What follows belongs to an exercise in optimizing a design on an open flow for small area, a short achievable clock period and few clock cycles per item; a production flow would make more cautious choices.
Where RTL was checked, it was by simulation tests only, not by an equivalence proof against the original.
No activity file was given, so power comes from the tool's default toggle rates.

Setup of oak:
// bf_tape
module bf_tape #(
  parameter int DATA_W = 8,
  parameter int ADDR_W = 8,
  parameter int DEPTH  = 2**ADDR_W
) (
  input  logic              clk,
  input  logic              rst_n,
  input  logic              cmd_valid,
  output logic              cmd_ready,
  input  logic [2:0]        cmd_op,
  input  logic [DATA_W-1:0] cmd_data,
  output logic [DATA_W-1:0] cell_out,
  output logic              cell_zero,
  output logic [ADDR_W-1:0] ptr_out,
  output logic              err
);
Size in the first run: roughly 4200 cells after synthesis, ~84000 um^2 of cells after synthesis.
clock: 6.0 ns
lec_check: 0
cap_margin: 20
core_margin: 2
core_utilization: 40
slew_margin: 20
run.sh (not shown) runs the stock make flow with config.mk's settings and CLKGATE_MAP_FILE= SYNTH_SCRIPT=/design/flow/synth_recipe.tcl, a recipe that flattens the netlist after the stock synthesis.
oak completed end to end with timing, DRC and antenna clean.
Testbench counts of oak, summed over its fixed seeds: cycles 48,048, items 48,032.
### oak -> pine
- putting SETUP_SLACK_MARGIN at 2.5 where nothing was set
--- outcome ---
Compared with oak, the detailed router inserted more vias in pine. pine vs. oak: final design instance area without fill has increased; total power consumption of the routed design has increased.

* * *

run G:
Another version of the RTL of bf_tape (not shown whole).
Size in the first run: ~7700 cells after synthesis, roughly 33 I/O pins, about 0.085 mm2 of cells after synthesis.
// bf_tape
module bf_tape #(
  parameter int DATA_W = 8,
  parameter int ADDR_W = 8,
  parameter int DEPTH  = 2**ADDR_W
) (
  input  logic              clk,
  input  logic              rst_n,
  input  logic              cmd_valid,
  output logic              cmd_ready,
  input  logic [2:0]        cmd_op,
  input  logic [DATA_W-1:0] cmd_data,
  output logic [DATA_W-1:0] cell_out,
  output logic              cell_zero,
  output logic [ADDR_W-1:0] ptr_out,
  output logic              err
);
clock: 6.0 ns
lec_check: 0
abc_area: 1
cap_margin: 20
core_margin: 2
core_utilization: 60
setup_slack_margin: 3.5
slew_margin: 40
synth_hierarchical: 1
synth_minimum_keep_size: 0
Testbench counts of run G, summed over its fixed seeds: cycles 48,048, items 48,032.
Input changes introduced in run M (baseline for comparison: run G):
Settings: CTS_CLUSTER_DIAMETER: unset -> 100; CTS_CLUSTER_SIZE: unset -> 25.
==> comparison <==
- Run M completed every stage of the flow, and the final layout passed the timing, DRC and antenna checks.
- [compare] base=run G new=run M: total power of the final layout now smaller; post-CTS resize count has increased; initial antenna violation count fell 9.1%; period utilization saw an increase.

* * *

bf_tape, a different RTL version from the one above (not shown whole).
Size in the first run: roughly 7700 cells after synthesis, roughly 33 I/O pins, ~85000 um2 of cells after synthesis.
==> flow/design.v (excerpt) <==
module bf_tape #(
  parameter int DATA_W = 8,
  parameter int ADDR_W = 8,
  parameter int DEPTH  = 2**ADDR_W
) (
  input  logic              clk,
  input  logic              rst_n,
  input  logic              cmd_valid,
  output logic              cmd_ready,
  input  logic [2:0]        cmd_op,
  input  logic [DATA_W-1:0] cmd_data,
  output logic [DATA_W-1:0] cell_out,
  output logic              cell_zero,
  output logic [ADDR_W-1:0] ptr_out,
  output logic              err
);
make LEC_CHECK=0 ABC_AREA=1 CAP_MARGIN=20 CORE_MARGIN=2 CORE_UTILIZATION=60 CTS_CLUSTER_DIAMETER=100 CTS_CLUSTER_SIZE=25 SETUP_SLACK_MARGIN=3.8 SLEW_MARGIN=40 SYNTH_HIERARCHICAL=1 SYNTH_MINIMUM_KEEP_SIZE=0 finish   # period 6.0 ns
The first run finished clean.
==> next run, changes <==
SETUP_SLACK_MARGIN = 3.5   (was 3.8)
Effect:
- non-clock buffer count goes down by 18
- global-route usage goes up by 0.17 points
- area after synthesis stays the same
- design area goes down by about 1%
- worst setup slack got worse by 0.023 ns
- flip-flop and latch count stays the same
- register-to-register slack got worse by 0.02 ns
Function was not checked in any run of this note: the RTL went through the layout flow alone.

* * *

bf_tape, a different RTL version from the one above (not shown whole).
Size: ~7700 cells after synthesis, ~33 I/O pins, ~85000 µm² of cells after synthesis.
Settings: LEC_CHECK=0, ABC_AREA=1, CAP_MARGIN=20, CORE_MARGIN=2, CORE_UTILIZATION=60, CTS_CLUSTER_DIAMETER=70, CTS_CLUSTER_SIZE=20, SETUP_SLACK_MARGIN=3.5, SLEW_MARGIN=40, SYNTH_HIERARCHICAL=1, SYNTH_MINIMUM_KEEP_SIZE=0; clock period 6.0 ns.
Testbench counts at the start, summed over its fixed seeds: cycles 48,048, items 48,032.
Next try:
--- a/flow/config.mk
+++ b/flow/config.mk
@@ -10,6 +10,6 @@
 export CORE_MARGIN = 2
 export CORE_UTILIZATION = 60
-export CTS_CLUSTER_DIAMETER = 70
-export CTS_CLUSTER_SIZE = 20
+export CTS_CLUSTER_DIAMETER = 60
+export CTS_CLUSTER_SIZE = 25
 export SETUP_SLACK_MARGIN = 3.5
 export SLEW_MARGIN = 40
=> Synthesized area stays the same. Wire length hardly moves. Global-route usage stays flat. Setup slack gets worse by 0.024 ns. Total power climbs by 1.9%. Clock-buffer cell count rose by 8. Critical path depth stays the same. Final area rises by 0.77%. Utilization grows by 0.52 points.
Next try:
--- a/flow/config.mk
+++ b/flow/config.mk
@@ -9,6 +9,6 @@
 export CAP_MARGIN = 20
 export CORE_MARGIN = 2
-export CORE_UTILIZATION = 60
-export CTS_CLUSTER_DIAMETER = 60
+export CORE_UTILIZATION = 65
+export CTS_CLUSTER_DIAMETER = 100
 export CTS_CLUSTER_SIZE = 25
 export SETUP_SLACK_MARGIN = 3.5
Effect:
- The changed run produced a clean layout
- fmax came out higher by 0.63%
- design area came out lower by 1.8%
- worst hold slack improved by 0.044 ns
- worst setup slack improved by 0.016 ns
- area after synthesis stays the same
- synthesized cell count is unchanged
- clock skew came out lower by 0.020 ns
- wire length came out lower by 2.9%
- combinational power came out higher by about 2%
Next try:
--- a/flow/config.mk
+++ b/flow/config.mk
@@ -9,8 +9,8 @@
 export CAP_MARGIN = 20
 export CORE_MARGIN = 2
-export CORE_UTILIZATION = 65
+export CORE_UTILIZATION = 60
 export CTS_CLUSTER_DIAMETER = 100
 export CTS_CLUSTER_SIZE = 25
-export SETUP_SLACK_MARGIN = 3.5
+export SETUP_SLACK_MARGIN = 3.3
 export SLEW_MARGIN = 40
 export SYNTH_HIERARCHICAL = 1
Effect:
- routed wire length goes up by 1.6%
- critical path depth is unchanged
- combinational power came out lower by about 10%
- via count is lower by 1.7%
- count of clock-buffer cells in the layout is higher by 10
- total power falls by 3.9%
- worst hold slack gets better by 0.0033 ns
- global-route usage falls by 1.7 points
- sequential power is about the same
- clock power hardly moves
- register-to-register slack loses 0.18 ns

==> re-timing with driven ports <==
No port has a modelled driver above. Below, the same layouts with a new extraction and two added sets of constraints. Step 1 assumes that a clkbuf_16 drives the clock port and a buf_2 every other input. Step 2 also shifts input and output timing later by t, the mid clock arrival at the registers, as if the neighbouring blocks saw the same clock. Three values: ideal, step 1, step 2; two values: the first two.
run | t (ns) | setup slack, ns | worst setup path after step 2 | clock arrival spread, ns | worst slew at a driven data input, ns
oak | 0.911 | 0.736 / 0.736 / 0.448 | input to register | 0.037 / 0.036 | 0.21
pine | 0.917 | 2.051 / 2.051 / 1.139 | input to register | 0.045 / 0.046 | 0.23
run G | 1.004 | 3.245 / 3.245 / 2.657 | input to register | 0.059 / 0.059 | 0.04
run M | 0.861 | 3.232 / 3.232 / 2.759 | input to register | 0.081 / 0.081 | 0.04
the first run of note 3 | 0.841 | 3.265 / 3.258 / 3.021 | input to register | 0.051 / 0.050 | 0.17
the second run of note 3 | 0.833 | 3.242 / 3.242 / 2.789 | input to register | 0.047 / 0.047 | 0.16
the first run of note 4 | 0.867 | 3.470 / 3.435 / 2.822 | input to register | 0.032 / 0.032 | 0.03
the second run of note 4 | 0.887 | 3.446 / 3.410 / 2.799 | input to register | 0.051 / 0.051 | 0.03
the third run of note 4 | 0.809 | 3.462 / 3.441 / 2.854 | input to register | 0.033 / 0.033 | 0.05
the fourth run of note 4 | 0.809 | 3.280 / 3.269 / 2.652 | input to register | 0.032 / 0.031 | 0.03
After both steps every run listed still meets setup and hold. The setup slack of pine, which loses most, moves by 0.000 ns with the drivers and by -0.912 ns with both steps.
